Source: an optimization exercise on an open RTL-to-GDS flow (aim: small area and a short achievable clock period). Production flows keep margins and buffers that such runs may drop.
Function was checked by simulation only, so behaviour that the tests miss may differ from the original.
Power and IR drop assume default switching activity.

==> flow/design.v <==
package rv_exec_pkg;
  localparam int XLEN = 64;
  typedef logic [XLEN-1:0] xlen_t;
  typedef logic [31:0]     insn_t;
endpackage
module insn_decode (
  input  rv_exec_pkg::insn_t insn,
  output logic               dest_wr,     
  output logic               br_op,       
  output logic               jump,        
  output logic               a_pc,        
  output logic               b_imm,       
  output logic               b_four,      
  output logic               sub,         
  output logic               word_op,     
  output logic               base_src1,   
  output logic               sel_sum,     
  output logic               sel_slt,     
  output logic               sel_slt_u,   
  output logic               sel_xor,
  output logic               sel_or,
  output logic               sel_and,
  output logic               sel_sll,
  output logic               sel_sr,
  output logic               sh_arith
);
  logic [6:0] opc;
  logic [2:0] f3;
  logic [6:0] f7;
  logic       f7_zero;
  logic       f7_alt;
  logic       is_op, is_opimm, is_op32, is_opimm32, is_auipc, is_br, is_jal, is_jalr;
  logic       alu;
  assign opc = insn[6:0];
  assign f3  = insn[14:12];
  assign f7  = insn[31:25];
  assign f7_zero = (f7 == 7'b0000000);
  assign f7_alt  = (f7 == 7'b0100000);
  assign is_op      = (opc == 7'b0110011);
  assign is_opimm   = (opc == 7'b0010011);
  assign is_op32    = (opc == 7'b0111011);
  assign is_opimm32 = (opc == 7'b0011011);
  assign is_auipc   = (opc == 7'b0010111);
  assign is_br      = (opc == 7'b1100011);
  assign is_jal     = (opc == 7'b1101111);
  assign is_jalr    = (opc == 7'b1100111);
  always_comb begin
    dest_wr = 1'b0;
    if (is_op)
      dest_wr = f7_zero | (f7_alt & (f3 == 3'd0 | f3 == 3'd5));
    if (is_opimm)
      dest_wr = (f3 == 3'd1) ? (insn[31:26] == 6'd0) :
                (f3 == 3'd5) ? ({insn[31], insn[29:26]} == 5'd0) : 1'b1;
    if (is_op32)
      dest_wr = (f7_zero & (f3 == 3'd0 | f3 == 3'd1 | f3 == 3'd5)) |
                (f7_alt & (f3 == 3'd0 | f3 == 3'd5));
    if (is_opimm32)
      dest_wr = (f3 == 3'd0) | (f3 == 3'd1 & f7_zero) | (f3 == 3'd5 & (f7_zero | f7_alt));
    if (is_auipc | is_jal | (is_jalr & f3 == 3'd0))
      dest_wr = 1'b1;
  end
  assign br_op = is_br & (f3[2] | ~f3[1]);
  assign jump  = is_jal | (is_jalr & f3 == 3'd0);
  assign alu       = ~opc[6] & ~opc[2];
  assign a_pc      = opc[2];
  assign b_four    = opc[6] & opc[2];
  assign b_imm     = ~opc[5];
  assign sub       = ~opc[2] & (opc[6] | (~f3[2] & (f3[1] | (insn[30] & opc[5]))));
  assign word_op   = opc[3] & ~opc[6];
  assign base_src1 = opc[2] & ~opc[3];
  assign sel_sum   = opc[2] | (f3 == 3'd0);
  assign sel_slt   = alu & (f3[2:1] == 2'b01);
  assign sel_slt_u = f3[0];
  assign sel_xor   = alu & (f3 == 3'd4);
  assign sel_or    = alu & (f3 == 3'd6);
  assign sel_and   = alu & (f3 == 3'd7);
  assign sel_sll   = alu & (f3 == 3'd1);
  assign sel_sr    = alu & (f3 == 3'd5);
  assign sh_arith  = insn[30];
endmodule
module prefix_add #(
  parameter int W    = 64,
  parameter int TOPO = 0
) (
  input  logic [W-1:0] p,
  input  logic [W-1:0] g,
  input  logic         cin,
  output logic [W-1:0] c,
  output logic         cout
);
  localparam int L = (W > 32) ? 6 : (W > 16) ? 5 : 4;
  logic [W-1:0] gg [0:2*L];
  logic [W-1:0] pp [0:2*L];
  assign gg[0] = {g[W-1:1], g[0] | (p[0] & cin)};
  assign pp[0] = p;
  genvar l, i;
  generate
    if (TOPO == 0) begin : g_sk
      for (l = 0; l < L; l++) begin : lv
        for (i = 0; i < W; i++) begin : bt
          if ((i >> l) & 1) begin : cmb
            localparam int J = ((i >> l) << l) - 1;
            assign gg[l+1][i] = gg[l][i] | (pp[l][i] & gg[l][J]);
            assign pp[l+1][i] = pp[l][i] & pp[l][J];
          end else begin : pas
            assign gg[l+1][i] = gg[l][i];
            assign pp[l+1][i] = pp[l][i];
          end
        end
      end
      assign c = {gg[L][W-2:0], cin};
      assign cout = gg[L][W-1];
    end else if (TOPO == 1) begin : g_ks
      for (l = 0; l < L; l++) begin : lv
        for (i = 0; i < W; i++) begin : bt
          if (i >= (1 << l)) begin : cmb
            assign gg[l+1][i] = gg[l][i] | (pp[l][i] & gg[l][i-(1<<l)]);
            assign pp[l+1][i] = pp[l][i] & pp[l][i-(1<<l)];
          end else begin : pas
            assign gg[l+1][i] = gg[l][i];
            assign pp[l+1][i] = pp[l][i];
          end
        end
      end
      assign c = {gg[L][W-2:0], cin};
      assign cout = gg[L][W-1];
    end else if (TOPO == 2) begin : g_bk
      for (l = 0; l < L; l++) begin : up
        for (i = 0; i < W; i++) begin : bt
          if ((i % (2 << l)) == (2 << l) - 1) begin : cmb
            assign gg[l+1][i] = gg[l][i] | (pp[l][i] & gg[l][i-(1<<l)]);
            assign pp[l+1][i] = pp[l][i] & pp[l][i-(1<<l)];
          end else begin : pas
            assign gg[l+1][i] = gg[l][i];
            assign pp[l+1][i] = pp[l][i];
          end
        end
      end
      for (l = L - 2; l >= 0; l--) begin : dn
        for (i = 0; i < W; i++) begin : bt
          if ((i % (2 << l)) == (1 << l) - 1 && i >= (2 << l)) begin : cmb
            assign gg[2*L-1-l][i] = gg[2*L-2-l][i] | (pp[2*L-2-l][i] & gg[2*L-2-l][i-(1<<l)]);
            assign pp[2*L-1-l][i] = pp[2*L-2-l][i] & pp[2*L-2-l][i-(1<<l)];
          end else begin : pas
            assign gg[2*L-1-l][i] = gg[2*L-2-l][i];
            assign pp[2*L-1-l][i] = pp[2*L-2-l][i];
          end
        end
      end
      assign c = {gg[2*L-1][W-2:0], cin};
      assign cout = gg[2*L-1][W-1];
    end else begin : g_hc
      for (l = 0; l < L; l++) begin : lv
        for (i = 0; i < W; i++) begin : bt
          if (l == 0 && (i % 2) == 1) begin : c0
            assign gg[l+1][i] = gg[l][i] | (pp[l][i] & gg[l][i-1]);
            assign pp[l+1][i] = pp[l][i] & pp[l][i-1];
          end else if (l > 0 && (i % 2) == 1 && i >= (1 << l) + 1) begin : cn
            assign gg[l+1][i] = gg[l][i] | (pp[l][i] & gg[l][i-(1<<l)]);
            assign pp[l+1][i] = pp[l][i] & pp[l][i-(1<<l)];
          end else begin : pas
            assign gg[l+1][i] = gg[l][i];
            assign pp[l+1][i] = pp[l][i];
          end
        end
      end
      for (i = 0; i < W; i++) begin : fin
        if ((i % 2) == 0 && i > 0) begin : cmb
          assign gg[L+1][i] = gg[L][i] | (pp[L][i] & gg[L][i-1]);
          assign pp[L+1][i] = pp[L][i] & pp[L][i-1];
        end else begin : pas
          assign gg[L+1][i] = gg[L][i];
          assign pp[L+1][i] = pp[L][i];
        end
      end
      assign c = {gg[L+1][W-2:0], cin};
      assign cout = gg[L+1][W-1];
    end
  endgenerate
endmodule
module int_alu #(
  parameter int TOPO = 0
) (
  input  rv_exec_pkg::xlen_t pc,
  input  rv_exec_pkg::xlen_t src1,
  input  rv_exec_pkg::xlen_t src2,
  input  rv_exec_pkg::xlen_t sign_ext,
  input  logic               a_pc,
  input  logic               b_imm,
  input  logic               b_four,
  input  logic               sub,
  input  logic               word_op,
  input  logic               sel_sum,
  input  logic               sel_slt,
  input  logic               sel_slt_u,
  input  logic               sel_xor,
  input  logic               sel_or,
  input  logic               sel_and,
  input  logic               sel_sll,
  input  logic               sel_sr,
  input  logic               sh_arith,
  output rv_exec_pkg::xlen_t res,       
  output logic               eq,
  output logic               lt,
  output logic               ltu
);
  rv_exec_pkg::xlen_t op_a;
  rv_exec_pkg::xlen_t op_b;
  rv_exec_pkg::xlen_t op_bx;
  rv_exec_pkg::xlen_t p;
  rv_exec_pkg::xlen_t g;
  rv_exec_pkg::xlen_t x;
  rv_exec_pkg::xlen_t c;
  rv_exec_pkg::xlen_t sum;
  logic               logic_op;
  logic               cout;
  assign op_a  = a_pc ? pc : src1;
  assign op_b  = b_four ? 64'd4 : (b_imm ? sign_ext : src2);
  assign op_bx = op_b ^ {64{sub}};
  assign logic_op = sel_xor | sel_or | sel_and;
  assign p = op_a ^ op_bx;
  assign g = op_a & op_bx & {64{~logic_op}};
  assign x = sel_and ? (op_a & op_b) : (sel_or ? (op_a | op_b) : p);
  prefix_add #(.W(64), .TOPO(TOPO)) u_add (
    .p    (p),
    .g    (g),
    .cin  (sub),
    .c    (c),
    .cout (cout)
  );
  assign sum = x ^ c;
  assign eq  = &p;
  assign ltu = ~cout;
  assign lt  = (op_a[63] ^ op_b[63]) ? op_a[63] : ~cout;
  logic [5:0]  sh;
  logic [63:0] sx;
  logic [63:0] sr [0:6];
  logic        fill;
  logic [63:0] rev_r;
  assign sh   = {op_b[5] & ~word_op, op_b[4:0]};
  assign fill = sh_arith & (word_op ? src1[31] : src1[63]);
  genvar i, l;
  generate
    for (i = 0; i < 64; i++) begin : sin
      if (i < 32) begin : lo
        assign sx[i] = sel_sll ? src1[63-i] : src1[i];
      end else begin : hi
        assign sx[i] = sel_sll ? src1[63-i] : (word_op ? fill : src1[i]);
      end
    end
    for (l = 0; l < 6; l++) begin : lv
      for (i = 0; i < 64; i++) begin : bt
        if (i + (1 << l) < 64) begin : in
          assign sr[l+1][i] = sh[l] ? sr[l][i + (1 << l)] : sr[l][i];
        end else begin : fl
          assign sr[l+1][i] = sh[l] ? fill : sr[l][i];
        end
      end
    end
    for (i = 0; i < 64; i++) begin : rv
      assign rev_r[i] = sr[6][63-i];
    end
  endgenerate
  assign sr[0] = sx;
  always_comb begin
    res = ({64{~(sel_sll | sel_sr | sel_slt)}} & sum) |
          ({64{sel_sr}}  & sr[6]) |
          ({64{sel_sll}} & rev_r);
    res[0] = res[0] | (sel_slt & (sel_slt_u ? ltu : lt));
  end
endmodule
module branch_unit #(
  parameter int TOPO = 0
) (
  input  rv_exec_pkg::insn_t insn,
  input  logic               br_op,
  input  logic               jump,
  input  logic               base_src1,
  input  rv_exec_pkg::xlen_t pc,
  input  rv_exec_pkg::xlen_t src1,
  input  rv_exec_pkg::xlen_t sign_ext,
  input  logic               eq,
  input  logic               lt,
  input  logic               ltu,
  output logic               taken,
  output rv_exec_pkg::xlen_t target
);
  logic [2:0]         f3;
  logic               cond;
  rv_exec_pkg::xlen_t base;
  rv_exec_pkg::xlen_t sum;
  rv_exec_pkg::xlen_t c;
  logic               c_unused;
  assign f3    = insn[14:12];
  assign cond  = (f3[2] ? (f3[1] ? ltu : lt) : eq) ^ f3[0];
  assign taken = jump | (br_op & cond);
  assign base = base_src1 ? src1 : pc;
  prefix_add #(.W(64), .TOPO(TOPO)) u_add (
    .p    (base ^ sign_ext),
    .g    (base & sign_ext),
    .cin  (1'b0),
    .c    (c),
    .cout (c_unused)
  );
  assign sum = base ^ sign_ext ^ c;
  assign target = {sum[63:1], sum[0] & ~base_src1};
endmodule
module exec_regs (
  input  logic               clk,
  input  logic               rst_n,
  input  logic               insn_valid,
  input  logic               dest_wr,
  input  logic               word_op,
  input  rv_exec_pkg::xlen_t res,
  input  logic               taken,
  input  rv_exec_pkg::xlen_t target,
  output logic               dest_valid,
  output logic               dest_long,
  output rv_exec_pkg::xlen_t dest,
  output logic               branch_target_valid,
  output rv_exec_pkg::xlen_t branch_target
);
  rv_exec_pkg::xlen_t res_q;
  always_ff @(posedge clk or negedge rst_n) begin
    if (!rst_n) begin
      dest_valid          <= 1'b0;
      branch_target_valid <= 1'b0;
    end else begin
      dest_valid          <= insn_valid && dest_wr;
      branch_target_valid <= insn_valid && taken;
    end
  end
  always_ff @(posedge clk) begin
    res_q         <= res;
    dest_long     <= ~word_op;
    branch_target <= target;
  end
  assign dest = {dest_long ? res_q[63:32] : {32{res_q[31]}}, res_q[31:0]};
endmodule
module exec_unit (
  input  logic               clk,
  input  logic               rst_n,
  input  logic               insn_valid,
  input  rv_exec_pkg::insn_t insn,
  input  rv_exec_pkg::xlen_t pc,
  input  rv_exec_pkg::xlen_t sign_ext,
  input  rv_exec_pkg::xlen_t src1,
  input  rv_exec_pkg::xlen_t src2,
  output logic               dest_valid,
  output logic               dest_long,
  output rv_exec_pkg::xlen_t dest,
  output logic               branch_target_valid,
  output rv_exec_pkg::xlen_t branch_target
);
  localparam int ALU_TOPO = 0;
  localparam int BR_TOPO  = 0;
  logic dest_wr, br_op, jump, a_pc, b_imm, b_four, sub, word_op, base_src1;
  logic sel_sum, sel_slt, sel_slt_u, sel_xor, sel_or, sel_and, sel_sll, sel_sr, sh_arith;
  rv_exec_pkg::xlen_t res;
  rv_exec_pkg::xlen_t target;
  logic               eq, lt, ltu, taken;
  insn_decode u_decode (
    .insn      (insn),
    .dest_wr   (dest_wr),
    .br_op     (br_op),
    .jump      (jump),
    .a_pc      (a_pc),
    .b_imm     (b_imm),
    .b_four    (b_four),
    .sub       (sub),
    .word_op   (word_op),
    .base_src1 (base_src1),
    .sel_sum   (sel_sum),
    .sel_slt   (sel_slt),
    .sel_slt_u (sel_slt_u),
    .sel_xor   (sel_xor),
    .sel_or    (sel_or),
    .sel_and   (sel_and),
    .sel_sll   (sel_sll),
    .sel_sr    (sel_sr),
    .sh_arith  (sh_arith)
  );
  int_alu #(.TOPO(ALU_TOPO)) u_alu (
    .pc        (pc),
    .src1      (src1),
    .src2      (src2),
    .sign_ext  (sign_ext),
    .a_pc      (a_pc),
    .b_imm     (b_imm),
    .b_four    (b_four),
    .sub       (sub),
    .word_op   (word_op),
    .sel_sum   (sel_sum),
    .sel_slt   (sel_slt),
    .sel_slt_u (sel_slt_u),
    .sel_xor   (sel_xor),
    .sel_or    (sel_or),
    .sel_and   (sel_and),
    .sel_sll   (sel_sll),
    .sel_sr    (sel_sr),
    .sh_arith  (sh_arith),
    .res       (res),
    .eq        (eq),
    .lt        (lt),
    .ltu       (ltu)
  );
  branch_unit #(.TOPO(BR_TOPO)) u_branch (
    .insn      (insn),
    .br_op     (br_op),
    .jump      (jump),
    .base_src1 (base_src1),
    .pc        (pc),
    .src1      (src1),
    .sign_ext  (sign_ext),
    .eq        (eq),
    .lt        (lt),
    .ltu       (ltu),
    .taken     (taken),
    .target    (target)
  );
  exec_regs u_regs (
    .clk                 (clk),
    .rst_n               (rst_n),
    .insn_valid          (insn_valid),
    .dest_wr             (dest_wr),
    .word_op             (word_op),
    .res                 (res),
    .taken               (taken),
    .target              (target),
    .dest_valid          (dest_valid),
    .dest_long           (dest_long),
    .dest                (dest),
    .branch_target_valid (branch_target_valid),
    .branch_target       (branch_target)
  );
endmodule
==> flow/flow/run.sh <==
#!/bin/bash
# Standard ORFS layout (the standard.sh, standard synthesis unchanged),
# except that the port buffers use sky130_fd_sc_hd__buf_1 instead of the
# default choice. The full make output goes to standard.log.
set -o pipefail
bash standard.sh "BUFFER_PORTS_ARGS=-buffer_cell sky130_fd_sc_hd__buf_1" finish > standard.log 2>&1
==> flow/standard.sh <==
#!/bin/bash
# synth_recipe.tcl (not shown) runs the flow's synth.tcl, then flattens the netlist and writes it again
# the make line also repeats each setting of config.mk as NAME=value (left out here)
make -C /OpenROAD-flow-scripts/flow DESIGN_CONFIG=/design/flow/config.mk WORK_HOME=/design/flow/orfs CLKGATE_MAP_FILE= SYNTH_SCRIPT=/design/flow/synth_recipe.tcl "${@:-finish}"
==> flow/config.mk <==
export PLATFORM = sky130hd
export DESIGN_NAME = exec_unit
export DESIGN_NICKNAME = exec_unit
export VERILOG_FILES = /design/flow/design.v
export SDC_FILE = /design/flow/constraint.sdc
export NUM_CORES = 4
export LEC_CHECK = 0
export ABC_AREA = 1
export CAP_MARGIN = 20
export CORE_MARGIN = 2
export CORE_UTILIZATION = 45
export CTS_BUF_LIST = sky130_fd_sc_hd__clkbuf_4 sky130_fd_sc_hd__clkbuf_8
export SETUP_SLACK_MARGIN = 2.7
export SLEW_MARGIN = 20
==> flow/constraint.sdc <==
create_clock -name core_clock -period 7.0 [get_ports {clk}]
set_input_delay 1.4000 -clock core_clock [delete_from_list [all_inputs] [get_ports {clk}]]
set_output_delay 1.4000 -clock core_clock [all_outputs]
set_load 0.01 [all_outputs]
==> results.ini, run 1 <==
[floorplan]
die-area_sq_um=44800
die_h_microns=212
num_rows=76
ios=422
core-area_sq_um=42800
die_w_microns=212
start_util=0.454

[critical_path]
crit_slowest_cell=nor3_4
critPathMaxStageDelay_ps=380
worst-setup-path-type=in -> reg
cp_top_family=simple AND/OR/NAND/NOR gates
cp-startpoint=insn[2]
cp_common_cell=nand2_1
worstPathArrival_ps=4650
cp_cell_sequence=clkbuf_16 > nand2_8 > inv_12 > buf_4 > nor3_4 > xnor2_1 > ha_1 > a21oi_1 > or2_1 > nand2_1 > nand2_1 > nand2_1 > nand2_1 > nand2_2 > inv_1 > nor2_2 > o21ai_1 > nand2_1 > nand2_1 > nand2_1 > nand2_1 > nand2_1 > o211ai_1
cp_max_fo=26
cp-start-kind=input port
crit_buf_inv=4
critPathCaptureType=flop
required_ps=7400

[place]
place.gp.congestion=1.06
dp_hpwl_microns=79100
port_buffers=406
placed_cells=4123

[detailed_routing]
vias=25250
highest_layer=met5
dr.pass1.iters=6
post-route-drc-count=0
wl_per_cell_microns=23.6
wl_microns=99800
detail-route-antenna-nets=0
routed_via_density=5.98
route.met3.wl_microns=10400
m1WireLength_microns=37800
drtIter0Drc=3190
route.met2.wl_microns=43100

[timing]
fin_tns_setup_ps=0
min_period_over_period=0.607
slew_viol_final=0
relSlewSlack=0.251
worst_slew_pin_slew_ps=1120
hold_viol=0
fin_crit_ps=4250
setup_viol=0
rsz0062_at_grt=yes
fmax_mhz=235

[synthesis]
ys.flop_type=dfxtp_1
syn_nets=3795
synth_area_sq_um=19400
yosysTopAreaCell=nand2_1
synth.top_cells.by_area=nand2_1 17%, dfxtp_1 13%, o21ai_0 9.9%
yosys.cell_count.top_type=nand2_1
ys_seq_area_frac=0.136
syn_inst=3370
synth-seq-cells=131
synth_edf_count=0
ys_warn_count=7
ys_types=58
syn_avg_cell_area_sq_um=5.76
synthArstFlopShare=0.0153
yosysTopAreaCellShare=0.166
synth_common_cells=857 x nand2_1, 384 x o21ai_0, 286 x nand3_1

[global_route]
antenna_found_initial=5
grt_usage=0.432
grt_pass1_wl_microns=141000
grt-ovfl-total=0
grt_pass1_vias=22804
grt_start_max_net_pins=69

[clock_tree]
clk_pin_slew_ps=100
clockRootBuffer=clkbuf_8
cts_tree=built
clock_sinks=131
cts_inserted_buffers=17
cts_buffer_depth=2
htree_num_levels=4

[worst_hold_path]
hold_class=in -> async

[pwr]
combPwrFrac=0.609
p_leak_nw=10.3
switchingPower_mw=2.40
cellPowerDensity_nw_per_um2=209
cellInternalPower_mw=2.33
vdd_drop_max_uv=138
p_seq_frac=0.227
clkPwrFrac=0.163
netSwitchingFraction=0.507

[layout]
drive_above_1_share=0.0896
syn2layout_area_growth_pct=16.4
nNetsFinal=4085
stdcell_count=4224

[run_status]
status=finished clean

[flow_run]
cap_violations=0

[metal layers]
layer,up-vias,global-route usage
met5,-,0
met4,2,0.321
met3,314,0.100
met2,1503,0.677
met1,11571,0.518
li1,11860,-
[how the worst max path moves through the flow]
stage                     cells after the start  slack, ps                       end
after floorplan                              26       2560  u_regs.branch_target[60]
after global placement                       22       1340  u_regs.branch_target[56]
after detailed placement                     15       1330          u_regs.res_q[34]
after CTS                                    25       2650          u_regs.res_q[25]
after global routing                         17       2650          u_regs.res_q[25]
final                                        23       2750          u_regs.res_q[31]
[placed cells by master, fill, tap and decap left out, types with 34 or more instances in the layout]
cell and instances:
inv_1 245, nor2_1 244, xnor2_1 60, xor2_1 65
nand3_1 278, nand2_1 848, o211ai_1 46, o21ai_1 212
o21ai_2 34, a21oi_1 151, o21ai_0 330, ha_1 128
dfxtp_1 129, buf_4 75, buf_1 400
[power by group through the flow]
stage	Combinational [mW]	Clock (mW)	Sequential, mW
finish	2.88	0.772	1.08
global route	3.12	0.813	1.09
CTS	2.74	0.778	1.08
floorplan	1.78	0	1.12
global placement	2.64	0	1.09
detailed placement	2.67	0	1.10
[layout make-up]
type                       instances  area, sq um
multi-input combinational       2731        15100
timing repair inverter             1         11.3
clock buffer                      18          241
clock inverter                    14          201
sequential                       131         2630
inverter                         276         1100
fill                            4624        20200
tap                              546          683
antenna                            5         12.5
timing repair buffer             502         2550
[state kept, by name (all words and copies together), names as in the netlist]
register,cells
u_regs.branch_target,64
u_regs.branch_target_valid,1
u_regs.dest_valid,1
u_regs.res_q,64
u_regs.dest_long,1
[metrics by stage]
step | total power, mW | hold slack (ps) | worst slack, ps | cell area (sq um) | util
after global routing | 5.02 | 612 | 2650 | 22600 | 0.528
after global placement | 3.73 | 1200 | 1340 | 21000 | 0.490
final | 4.73 | 630 | 2750 | 22600 | 0.528
after detailed placement | 3.76 | 1200 | 1330 | 21000 | 0.490
after floorplan | 2.90 | 1100 | 2560 | 19600 | -
after CTS | 4.59 | 595 | 2650 | 21900 | 0.513
[logic make-up after synthesis]
group | Yosys count | share of synthesized area
AOI/OAI and AO/OA | 921 | 0.266
xor gates and xnor gates | 125 | 0.0564
adders and majority gates | 134 | 0.0887
buffers and inverters | 516 | 0.114
DFF | 131 | 0.136
muxes | 21 | 0.0108
and+or+nand+nor | 1522 | 0.329
[repair_timing]
| item | 4_1_cts | 5_1_grt |
|---|---|---|
| hold buffers | 0 | 0 |
| endpoints found under the setup margin | 106 | 90 |
| pin swaps | 15 | 26 |
| resized for setup | 65 | 121 |
| gates cloned | 9 | 5 |
| buffers inserted | 23 | 26 |
==> run 2: changes to the inputs <==
--- a/flow/config.mk
+++ b/flow/config.mk
@@ -12,3 +12,3 @@
 export CTS_BUF_LIST = sky130_fd_sc_hd__clkbuf_4 sky130_fd_sc_hd__clkbuf_8
-export SETUP_SLACK_MARGIN = 2.7
+export SETUP_SLACK_MARGIN = 2.8
 export SLEW_MARGIN = 20
==> run 2 against run 1 <==
  * Sequential cell count did not move
  * Sequential power about the same
  * Critical path depth decreased by 3
  * Combinational power increased by 4%
  * Total power grew 1.6%
  * Setup slack worse by 93 ps
  * Clock power fell by 4.5%
  * Cell count up 0.92%
  * Count of clock-buffer cells in the layout unchanged
  * First-iteration DRC count increased by 14%
  * Sequential share of layout area shrank 0.37 points
==> results.ini, run 2 <==
[clock_tree]
cts_buffer_depth=2
clockRootBuffer=clkbuf_8
clock_sinks=131
clk_pin_slew_ps=80
cts_inserted_buffers=17
cts_hold_buf=0
htree_num_levels=4
cts_tree=built

[global_route]
antenna_found_initial=11
grt-ovfl-total=0
grt_pass1_wl_microns=146000
grt_usage=0.446
grt_start_max_net_pins=68
grt_pass1_vias=23431

[detailed_routing]
route.met2.wl_microns=45500
routed_via_density=6.09
post-route-drc-count=0
drtIter0Drc=3648
dr.pass1.iters=8
wl_per_cell_microns=24.2
detail-route-antenna-nets=0
route.met3.wl_microns=11000
highest_layer=met5
wl_microns=103000
vias=25959
m1WireLength_microns=38700

[place]
port_buffers=406
dp_hpwl_microns=79500
place.gp.congestion=1.02

[layout]
fillCellCount=4523
final_common_cell=nand2_1
drive_above_1_share=0.112
final_cell_mix=839 x nand2_1, 398 x buf_1, 331 x o21ai_0
syn2layout_area_growth_pct=20.2
reg_top3=u_regs.branch_target x64, u_regs.res_q x64
nNetsFinal=4116

[worst_hold_path]
hold_class=in -> async

[critical_path]
worst-setup-path-type=in -> reg
required_ps=7410
cp-startpoint=insn[2]
cp-start-kind=input port
endpoint=u_regs.res_q[60]
cp_max_fo=18
worstPathArrival_ps=4750
critPathCaptureType=flop

[synthesis]
synthArstFlopShare=0.0153
ys_types=58
ys.flop_type=dfxtp_1
ys_seq_area_frac=0.136
synth.top_cells.by_area=nand2_1 17%, dfxtp_1 13%, o21ai_0 9.9%
synth_edf_count=0
syn_inst=3370
syn_nets=3795
yosys.cell_count.top_type=nand2_1
yosysTopAreaCellShare=0.166
synth_area_sq_um=19400
synth-seq-cells=131
ys_warn_count=7
syn_avg_cell_area_sq_um=5.76
yosysTopAreaCell=nand2_1
synth_common_cells=857 x nand2_1, 384 x o21ai_0, 286 x nand3_1

[timing]
relSlewSlack=0.283
setup_viol=0
fin_crit_ps=4350
hold_viol=0
fmax_mhz=230
min_period_over_period=0.621
worst_slew_pin_slew_ps=1070
fin_tns_setup_ps=0
rsz0062_at_grt=yes
slew_viol_final=0

[pwr]
vdd_drop_max_uv=126
power.total_mw=4.81
p_leak_nw=10.6
cellPowerDensity_nw_per_um2=206

[floorplan]
core-area_sq_um=42800
die_w_microns=212
num_rows=76
die_h_microns=212
ios=422
die-area_sq_um=44800
start_util=0.454

[flow_run]
cap_violations=0

[run_status]
status=finished clean

run 2: cell counts after synthesis:
Identical to the previous run, type by type.
run 2: critical path, stage by stage:
cell and delay [ps]:
buf_12 120, buf_16 150, buf_4 140, buf_12 120, nor2_4 210, nand3_4 110, buf_12 170, buf_4 200
o21ai_0 80, o21ai_0 180, mux2i_1 330, nand2_1 80, o21ai_1 160, o21ai_1 140, nand2_1 90, o21ai_1 110
or2_1 260, nand3_1 100, nand3_1 240, o211ai_1 320
run 2: what timing repair did:
action / CTS / global route
endpoints found under the setup margin: 114 / 128
setup buffers: 29 / 47
pin swaps: 24 / 59
resized for setup: 112 / 154
gates cloned: 15 / 5
run 2: report_power, final:
group / internal (mW) / switching, mW
registers: 0.993 / 0.0838
logic: 0.994 / 2.00
clock network: 0.365 / 0.372
total: 2.35 / 2.46
run 2: area by class of cell:
class                   instances  area, sq um  area share
multi-input cells            2730        15400       0.661
inverters                     276         1130      0.0485
clock buffers                  18          248      0.0106
repair buffers                530         2950       0.127
well taps                     546          683      0.0293
diodes                         14         35.0     0.00150
clock inverters                13          173     0.00740
repair inverters                5         61.3     0.00263
flip-flops and latches        131         2630       0.113
run 2: cells by family after synthesis:
family          count (synthesis)  synth area share
mux                            21            0.0108
simple gates                 1522             0.329
fa+ha+maj                     134            0.0887
xor+xnor                      125            0.0564
buf+inv                       516             0.114
flops                         131             0.136
compound gates                921             0.266
run 2: through the flow:
step	setup WS, ps	hold slack [ps]	utilization	instances	instance area (sq um)
floorplan	2560	1100	-	3370	19700
global placement	1260	1200	0.490	4122	21000
detailed placement	1210	1210	0.490	4122	21000
CTS	2750	637	0.521	4197	22300
global route	2610	652	0.545	4256	23300
finish	2650	660	0.545	4263	23300
run 2: how the worst min path moves through the flow:
stage / from / end
after CTS: rst_n / u_regs.dest_valid
after global placement: rst_n / u_regs.branch_target_valid
final: rst_n / u_regs.dest_valid
after floorplan: rst_n / u_regs.branch_target_valid
after detailed placement: rst_n / u_regs.dest_valid
after global routing: rst_n / u_regs.branch_target_valid
run 2: layer usage:
metal / vias up / global-route usage
met4: 2 / 0.297
met2: 1678 / 0.715
met1: 11972 / 0.540
li1: 11927 / -
met5: - / 0
met3: 380 / 0.0921
==> run 3: changes to the inputs <==
--- a/flow/config.mk
+++ b/flow/config.mk
@@ -8,3 +8,3 @@
 export ABC_AREA = 1
-export CAP_MARGIN = 20
+export CAP_MARGIN = 10
 export CORE_MARGIN = 2
@@ -12,3 +12,3 @@
 export CTS_BUF_LIST = sky130_fd_sc_hd__clkbuf_4 sky130_fd_sc_hd__clkbuf_8
-export SETUP_SLACK_MARGIN = 2.8
-export SLEW_MARGIN = 20
+export SETUP_SLACK_MARGIN = 2.6
+export SLEW_MARGIN = 10
==> run 3 against run 2 <==
  * Still clean on timing, DRC and antenna
  * Sequential share of layout area rose by 0.48 points
  * Via count fell by 2.4%
  * Non-clock buffer count fell by 42
  * Sequential power barely moved
  * Synthesized area did not move
  * Design area fell by 4.1%
  * Critical path depth fell by 1
  * Total power fell by 2.4%
  * Critical path type unchanged
==> results.ini, run 3 <==
[layout]
syn2layout_area_growth_pct=15.3
final_area_sq_um=22400
multi_input_area_sq_um=15100
final_common_cell=nand2_1
fillCellCount=4581
stdcell_count=4211
nNetsFinal=4072
regArea_sq_um=2630
drive_above_1_share=0.0852
final_core_util=0.523
final_cell_mix=850 x nand2_1, 399 x buf_1, 337 x o21ai_0
reg_top3=u_regs.branch_target x64, u_regs.res_q x64

[detailed_routing]
dr.pass1.iters=8
drtIter0Drc=3440
wl_microns=103000
routed_via_density=6.01
vias=25324
wl_per_cell_microns=24.4
post-route-drc-count=0
detail-route-antenna-nets=0

[critical_path]
cp_max_fo=33
critPathCaptureType=flop
worstPathArrival_ps=4790
cp-startpoint=insn[2]
required_ps=7390
crit_slowest_cell=o21ai_0
cp_top_family=simple AND/OR/NAND/NOR gates
cp_cell_sequence=buf_6 > buf_16 > o21ai_0 > ha_1 > inv_1 > nor3_1 > nand2_1 > nand2_1 > nand2_1 > nand2_2 > nand2_1 > nand2_4 > a21oi_4 > o21bai_1 > nand2_1 > nand2_1 > nand2_1 > nand3_2 > nand3_1
crit_cells=19
cp-start-kind=input port
critPathMaxStageDelay_ps=890
worst-setup-path-type=in -> reg
crit_buf_inv=3
cp_common_cell=nand2_1

[place]
place.gp.congestion=1.03
dp_hpwl_microns=80700
port_buffers=406
placed_cells=4124
placed_area_sq_um=20900

[clock_tree]
cts_inserted_buffers=17
cts_tree=built
htree_num_levels=4
cts_hold_buf=0
clock_sinks=131
clk_pin_slew_ps=80
cts_buffer_depth=2
clockRootBuffer=clkbuf_8

[synthesis]
syn_nets=3795
syn_avg_cell_area_sq_um=5.76
ys_types=58
synth_area_sq_um=19400
synthArstFlopShare=0.0153
synth_common_cells=857 x nand2_1, 384 x o21ai_0, 286 x nand3_1
ys_seq_area_frac=0.136
yosys.cell_count.top_type=nand2_1
ys.flop_type=dfxtp_1
yosysTopAreaCellShare=0.166
synth-seq-cells=131
ys_warn_count=7
syn_inst=3370
synth.top_cells.by_area=nand2_1 17%, dfxtp_1 13%, o21ai_0 9.9%
yosysTopAreaCell=nand2_1
synth_edf_count=0

[timing]
fin_tns_setup_ps=0
setup_viol=0
min_period_over_period=0.629
slew_viol_final=0
hold_viol=0
worst_slew_pin_slew_ps=1110
fmax_mhz=227
fin_crit_ps=4400
relSlewSlack=0.249
rsz0062_at_grt=yes

[global_route]
met3_usage=0.103
gr-max-usage-layer=met2
grt_pass1_wl_microns=142000
grt-ovfl-total=0
grt_start_max_net_pins=80
use_met2=0.678
use_met1=0.542
grt_pass1_vias=22582
antenna_found_initial=7
grt_usage=0.439

[floorplan]
start_util=0.454
die_w_microns=212
die_h_microns=212
die-area_sq_um=44800
core-area_sq_um=42800
ios=422
num_rows=76

[flow_run]
cap_violations=0

[pwr]
cellPowerDensity_nw_per_um2=210
vdd_drop_max_uv=142
p_leak_nw=10.2

[worst_hold_path]
hold_class=in -> async

[run_status]
status=finished clean

[run 3: cell counts after synthesis]
No cell type changed its count.
[run 3: power by group]
part,internal (mW),switching (mW),total [mW]
clock,0.288,0.379,0.668
sequential,0.992,0.0758,1.07
combinational,0.944,2.01,2.95
total,2.22,2.47,4.69
[run 3: metal layers]
| layer | wire [microns] | part of all wire |
|---|---|---|
| met1 | 39600 | 0.39 |
| met2 | 44000 | 0.43 |
| met3 | 11000 | 0.11 |
| met4 | 7980 | 0.078 |
| met5 | 27 | 0.00026 |
[run 3: worst max-delay path by stage]
stage	endpoint	slack, ps
after CTS	u_regs.res_q[55]	2520
final	u_regs.res_q[55]	2600
after floorplan	u_regs.branch_target[60]	2550
after detailed placement	u_regs.branch_target_valid	1210
after global placement	u_regs.branch_target_valid	1290
after global routing	u_regs.res_q[55]	2470
[run 3: final cells by class]
class,instances,share of cell area
inverter,276,0.0495
clock inverter,15,0.00643
tap,546,0.0305
antenna,5,0.000559
timing repair inverter,2,0.000727
sequential,131,0.118
multi-input combinational,2731,0.675
timing repair buffer,488,0.109
clock buffer,17,0.0105
[run 3: metrics by stage]
stage                     setup WS (ps)  power (mW)  hold WS (ps)
after global placement             1290        3.76          1190
after CTS                          2520        4.52           605
final                              2600        4.69           637
after global routing               2470        4.97           621
after detailed placement           1210        3.79          1190
after floorplan                    2550        2.89          1100
[run 3: kinds of logic after synthesis]
kind of cell    after synthesis  share of synthesized area
fa+ha+maj                   134                     0.0887
xor+xnor                    125                     0.0564
mux                          21                     0.0108
buf+inv                     516                      0.114
compound gates              921                      0.266
simple gates               1522                      0.329
flops                       131                      0.136
[run 3: repair_timing]
item	in CTS	in global routing
buffers inserted	14	22
pin swaps	8	23
endpoints found under the setup margin	99	93
gates cloned	5	9
gates resized for setup	84	100
==> run 4: changes to the inputs <==
--- a/flow/config.mk
+++ b/flow/config.mk
@@ -8,7 +8,7 @@
 export ABC_AREA = 1
-export CAP_MARGIN = 10
+export CAP_MARGIN = 20
 export CORE_MARGIN = 2
-export CORE_UTILIZATION = 45
+export CORE_UTILIZATION = 40
 export CTS_BUF_LIST = sky130_fd_sc_hd__clkbuf_4 sky130_fd_sc_hd__clkbuf_8
-export SETUP_SLACK_MARGIN = 2.6
-export SLEW_MARGIN = 10
+export SETUP_SLACK_MARGIN = 2.7
+export SLEW_MARGIN = 20
==> run 4 against run 3 <==
  * Still clean
  * Non-clock buffer count is 31 higher
  * Utilization is 4.3 points lower
  * First-iteration DRC count is 1.3% lower
  * Total power is 0.56% lower
  * Sequential cell count stayed put
  * Cell count is 2.4% higher
  * Count of clock-buffer cells in the layout is 2 higher
  * Combinational power hardly changed
  * Synthesized cell count stayed put
  * Critical path depth is 2 higher
  * Design area is 2.6% higher
  * Highest routed layer unchanged
==> results.ini, run 4 <==
[critical_path]
cp_common_cell=o21bai_1
required_ps=7410
crit_slowest_cell=nor3_2
critPathMaxStageDelay_ps=330
cp_cell_sequence=clkbuf_4 > nand2_8 > clkinv_8 > buf_4 > nor3_2 > xnor2_1 > ha_1 > a21oi_1 > o21bai_1 > a21oi_1 > nor2_1 > inv_1 > o21bai_1 > a21oi_4 > nand2_8 > a21oi_4 > o21bai_1 > nand2_1 > nand3b_1 > nand3_2 > nand3_4
cp_top_family=compound AO/OA/AOI/OAI gates
worstPathArrival_ps=4660
worst-setup-path-type=in -> reg
cp-start-kind=input port
cp_max_fo=13
critPathCaptureType=flop
crit_buf_inv=4

[floorplan]
core-area_sq_um=47800
die_h_microns=224
die_w_microns=224
start_util=0.406
die-area_sq_um=50300
ios=422
num_rows=80

[timing]
rsz0062_at_grt=yes
fin_crit_ps=4250
worst_slew_pin_slew_ps=1160
hold_viol=0
min_period_over_period=0.607
setup_viol=0
relSlewSlack=0.220
slew_viol_final=0
fin_tns_setup_ps=0
fmax_mhz=235

[detailed_routing]
drtIter0Drc=3394
routed_via_density=5.81
dr.pass1.iters=9
post-route-drc-count=0
vias=25063
wl_microns=100000
detail-route-antenna-nets=0
wl_per_cell_microns=23.3

[synthesis]
ys_types=58
ys.flop_type=dfxtp_1
syn_nets=3795
synth-seq-cells=131
yosysTopAreaCellShare=0.166
synth.top_cells.by_area=nand2_1 17%, dfxtp_1 13%, o21ai_0 9.9%
yosys.cell_count.top_type=nand2_1
syn_avg_cell_area_sq_um=5.76
synth_common_cells=857 x nand2_1, 384 x o21ai_0, 286 x nand3_1
syn_inst=3370
ys_seq_area_frac=0.136
ys_warn_count=7
synth_area_sq_um=19400
synth_edf_count=0
synthArstFlopShare=0.0153
yosysTopAreaCell=nand2_1

[global_route]
grt-ovfl-total=0
grt_usage=0.378
grt_pass1_vias=22003
grt_start_max_net_pins=80
antenna_found_initial=8
grt_pass1_wl_microns=141000

[layout]
final_common_cell=nand2_1
drive_above_1_share=0.101
fillCellCount=5343
syn2layout_area_growth_pct=18.3
multi_input_area_sq_um=15300
final_cell_mix=845 x nand2_1, 398 x buf_1, 333 x o21ai_0
nNetsFinal=4100
final_core_util=0.480
reg_top3=u_regs.branch_target x64, u_regs.res_q x64
regArea_sq_um=2630

[pwr]
p_leak_nw=10.4
cellPowerDensity_nw_per_um2=203
vdd_drop_max_uv=127

[worst_hold_path]
hold_class=in -> async

[place]
dp_hpwl_microns=78400
place.gp.congestion=1.01
port_buffers=406

[clock_tree]
clock_sinks=131
htree_num_levels=4
cts_inserted_buffers=17
clk_pin_slew_ps=80
cts_buffer_depth=2
cts_tree=built
clockRootBuffer=clkbuf_8

[run_status]
status=finished clean

[flow_run]
cap_violations=0

[run 4: final cells by class]
class	count	share of cell area
timing repair inverter	2	0.000600
sequential	131	0.115
clock buffer	19	0.0111
timing repair buffer	519	0.121
clock inverter	13	0.00441
multi-input combinational	2728	0.667
tap	615	0.0335
antenna	10	0.00109
inverter	276	0.0475
[run 4: kinds of logic (layout without fill, tap and decap cells)]
kind of cell | after synthesis | in the layout | share of synthesized area
other cells | 0 | 10 | 0
simple gates | 1522 | 1527 | 0.329
xor+xnor | 125 | 125 | 0.0564
flops | 131 | 131 | 0.136
mux | 21 | 21 | 0.0108
fa+ha+maj | 134 | 134 | 0.0887
buf+inv | 516 | 829 | 0.114
compound gates | 921 | 921 | 0.266
[run 4: power breakdown]
| group | internal, mW | switching, mW |
|---|---|---|
| clock network | 0.261 | 0.365 |
| logic | 0.977 | 1.99 |
| registers | 0.993 | 0.0823 |
| total | 2.23 | 2.43 |
[run 4: worst paths after layout]
path                            start                         end  slack [ps]  cells after the start
setup / recovery              insn[6]            u_regs.res_q[55]        2750                     21
max in group asynchronous       rst_n           u_regs.dest_valid        6230                      1
min in group core_clock    insn_valid  u_regs.branch_target_valid        1140                      3
hold / removal                  rst_n  u_regs.branch_target_valid         640                      1
[run 4: timing repair]
action                     CTS  global route
gates resized for setup     65           166
setup endpoints to repair  103            94
pin swaps                   11            53
buffers inserted             8            43
hold buffers                 0             0
gates cloned                 6            11
[run 4: per-layer routing]
| layer | track usage | share of wire | vias up |
|---|---|---|---|
| met3 | 0.0760 | 0.11 | 269 |
| met4 | 0.194 | 0.061 | 6 |
| met2 | 0.590 | 0.43 | 1390 |
| met1 | 0.495 | 0.40 | 11504 |
| li1 | - | - | 11894 |
| met5 | 0 | 0.00034 | - |
[run 4: stage by stage]
stage | total power, mW | worst slack [ps] | hold slack (ps) | instance area (sq um) | cells
6_report | 4.66 | 2750 | 635 | 23000 | 4313
5_1_grt | 4.96 | 2590 | 618 | 22900 | 4305
3_5_place_dp | 3.81 | 1250 | 1210 | 21100 | 4203
2_1_floorplan | 2.90 | 2560 | 1100 | 19600 | 3370
4_1_cts | 4.48 | 2700 | 609 | 21900 | 4249
3_3_place_gp | 3.80 | 1270 | 1210 | 21100 | 4203
==> run 5: changes to the inputs <==
==> flow/run.sh (new file) <==
#!/bin/bash
# synth_recipe.tcl (not shown) runs the flow's synth.tcl, then flattens the netlist and writes it again
# the make line also repeats each setting of config.mk as NAME=value (left out here)
make -C /OpenROAD-flow-scripts/flow DESIGN_CONFIG=/design/flow/config.mk WORK_HOME=/design/flow/orfs CLKGATE_MAP_FILE= SYNTH_SCRIPT=/design/flow/synth_recipe.tcl finish
--- a/flow/config.mk
+++ b/flow/config.mk
@@ -10,3 +10,3 @@
 export CORE_MARGIN = 2
-export CORE_UTILIZATION = 40
+export CORE_UTILIZATION = 45
 export CTS_BUF_LIST = sky130_fd_sc_hd__clkbuf_4 sky130_fd_sc_hd__clkbuf_8
removed: flow/flow/run.sh
removed: flow/standard.sh
==> run 5 against run 4 <==
  * Still clean on timing, DRC and antenna
  * Worst hold slack better by 380 ps
  * Total power up 9.8%
  * Wire length up 3.7%
  * Count of clock-buffer cells in the layout down 1
  * Maximum frequency down 1.8%
  * Critical path type unchanged
  * Critical endpoint is now u_regs.res_q[27]
  * Largest cell class unchanged
  * Highest routed layer unchanged
==> results.ini, run 5 <==
[critical_path]
critPathMaxStageDelay_ps=510
worstPathArrival_ps=4810
cp_cell_sequence=clkdlybuf4s50_1 > inv_1 > o21ai_0 > ha_1 > a21oi_1 > or2_1 > nand2_1 > nand2_1 > nand2_1 > nand2_2 > nand2_4 > inv_2 > nor2_4 > o21ai_0 > nand2_1 > xnor2_1 > a21o_1
cp_common_cell=nand2_1
required_ps=7480
cp-start-kind=input port
critPathCaptureType=flop
crit_slowest_cell=clkdlybuf4s50_1
cp_max_fo=4
worst-setup-path-type=in -> reg

[place]
placed_cells=4122
pre_cts_ws_ps=1180
placed_area_sq_um=23500
dp_hpwl_microns=80000
port_buffers=406
place.gp.congestion=1.06

[clock_tree]
clock_sinks=131
htree_num_levels=4
cts_buffer_depth=2
clk_pin_slew_ps=90
clockRootBuffer=clkbuf_8
cts_tree=built
cts_inserted_buffers=17
cts_hold_buf=0

[global_route]
grt-ovfl-total=0
grt_usage=0.444
grt_start_max_net_pins=82
grt_pass1_wl_microns=146000
grt_pass1_vias=23730
antenna_found_initial=19

[worst_hold_path]
hold_class=in -> async

[layout]
stdcell_count=4253
final_area_sq_um=25400
drive_above_1_share=0.104
regArea_sq_um=2630
fillCellCount=4207
final_core_util=0.594
reg_top3=u_regs.branch_target x64, u_regs.res_q x64
final_common_cell=nand2_1
multi_input_area_sq_um=15300
syn2layout_area_growth_pct=31.0
final_cell_mix=846 x nand2_1, 393 x clkdlybuf4s50_1, 305 x o21ai_0
nNetsFinal=4101

[synthesis]
syn_nets=3795
syn_inst=3370
synth_top_family_by_area=simple AND/OR/NAND/NOR gates
yosys.area_share.simple=0.329
yosysTopAreaCellShare=0.166
synth-xor-area-share=0.0564
synth-compound-area-share=0.266
synth_common_cells=857 x nand2_1, 384 x o21ai_0, 286 x nand3_1
muxShareOfSynthArea=0.0108
synthArstFlopShare=0.0153
yosys.cell_count.top_type=nand2_1
ys_types=58
yosysTopAreaCell=nand2_1
synth_area_sq_um=19400
ys.flop_type=dfxtp_1
syn_avg_cell_area_sq_um=5.76
yosys.area_share.adder=0.0887
ys_seq_area_frac=0.136
synth-seq-cells=131
synth.top_cells.by_area=nand2_1 17%, dfxtp_1 13%, o21ai_0 9.9%
synth_edf_count=0
ys_warn_count=7

[pwr]
p_leak_nw=11.6
power.total_mw=5.12
cellPowerDensity_nw_per_um2=201
vdd_drop_max_uv=158

[floorplan]
die-area_sq_um=44800
ios=422
die_w_microns=212
num_rows=76
start_util=0.454
die_h_microns=212
core-area_sq_um=42800

[detailed_routing]
dr.pass1.iters=6
highest_layer=met5
drtIter0Drc=3403
m1WireLength_microns=38200
detail-route-antenna-nets=0
vias=26005
post-route-drc-count=0
wl_microns=104000
route.met2.wl_microns=44300
wl_per_cell_microns=24.5
route.met3.wl_microns=11500
routed_via_density=6.11

[timing]
hold_slack_ps=1020
slew_viol_final=0
fin_tns_setup_ps=0
setup_viol=0
relSlewSlack=0.398
fmax_mhz=231
min_period_over_period=0.619
fin_crit_ps=4330
rsz0062_at_grt=yes
hold_viol=0
worst_slew_pin_slew_ps=900
finalWorstSetupSlack_ps=2670

[flow_run]
cap_violations=0

[run_status]
status=finished clean

[run 5: cell counts after synthesis]
No cell type changed its count.
[run 5: cell type report]
cell class	instances	area share
multi-input combinational	2729	0.602
timing repair buffer	518	0.205
sequential	131	0.104
inverter	276	0.0448
tap	546	0.0269
clock buffer	18	0.00950
clock inverter	14	0.00556
antenna	18	0.00177
timing repair inverter	3	0.00123
[run 5: per-layer routing]
layer  track usage  vias up
li1              -    11905
met1         0.517    11850
met2         0.693     1789
met3         0.108      453
met4         0.360        8
met5             0        -
[run 5: timing repair]
action | in CTS | in global routing
setup endpoints to repair | 143 | 101
setup buffers | 21 | 46
gates cloned | 7 | 7
gates resized for setup | 90 | 204
pin swaps | 19 | 45
[run 5: worst paths after layout]
check                        start                    endpoint  slack [ps]  depth (start not counted)
min in group core_clock    insn[2]  u_regs.branch_target_valid        1250                          3
max                        src1[3]            u_regs.res_q[27]        2670                         17
max in group asynchronous    rst_n  u_regs.branch_target_valid        5840                          1
min                          rst_n           u_regs.dest_valid        1020                          1
[run 5: kinds of logic (layout without fill, tap and decap cells)]
kind of cell / count (synthesis) / after routing
compound gates: 921 / 922
xor+xnor: 125 / 125
fa+ha+maj: 134 / 134
buf+inv: 516 / 829
flops: 131 / 131
mux: 21 / 21
other cells: 0 / 18
simple gates: 1522 / 1527
[run 5: worst max-delay path, delay by kind of cell]
kind / cells / cell delay (ps)
compound gates: 4 / 1170
buf+inv: 3 / 750
fa+ha+maj: 1 / 370
xor+xnor: 1 / 450
simple gates: 8 / 660
[run 5: power by group]
part | leakage, nW | internal [mW] | switching, mW
registers | 1.12 | 0.993 | 0.0864
clock network | 0.188 | 0.293 | 0.380
logic | 10.3 | 1.36 | 2.01

[static timing again, ports no longer ideal]
In the flow no input, the clock included, has a driving cell. The finished layouts below were timed again as built, in two steps.
Step 1 assumes that a clkbuf_16 drives the clock port and a buf_2 every other input.
Step 2 also shifts input and output timing later by t, the mid clock arrival at the registers, as if the neighbouring blocks saw the same clock.
Three values: ideal, step 1, step 2; two values: the first two.
run | t, ns | slack for setup (ns) | worst hold slack (ns) | worst setup path after step 2 | cell pins on the clock port's net
run 1 | 0.591 | 2.748 / 2.604 / 2.014 | 0.630 / 0.637 / 1.228 | input to register | 1
run 2 | 0.583 | 2.655 / 2.648 / 2.065 | 0.660 / 0.642 / 1.225 | input to register | 1
run 3 | 0.594 | 2.597 / 2.599 / 2.005 | 0.637 / 0.602 / 1.196 | input to register | 1
run 4 | 0.603 | 2.748 / 2.557 / 1.954 | 0.635 / 0.607 / 1.210 | input to register | 1
run 5 | 0.604 | 2.668 / 2.488 / 1.884 | 1.017 / 1.007 / 1.611 | input to register | 1
After both steps every run listed still meets setup and hold. For run 4, which loses most, drivers alone change the setup slack by -0.191 ns; drivers and shift together by -0.794 ns.
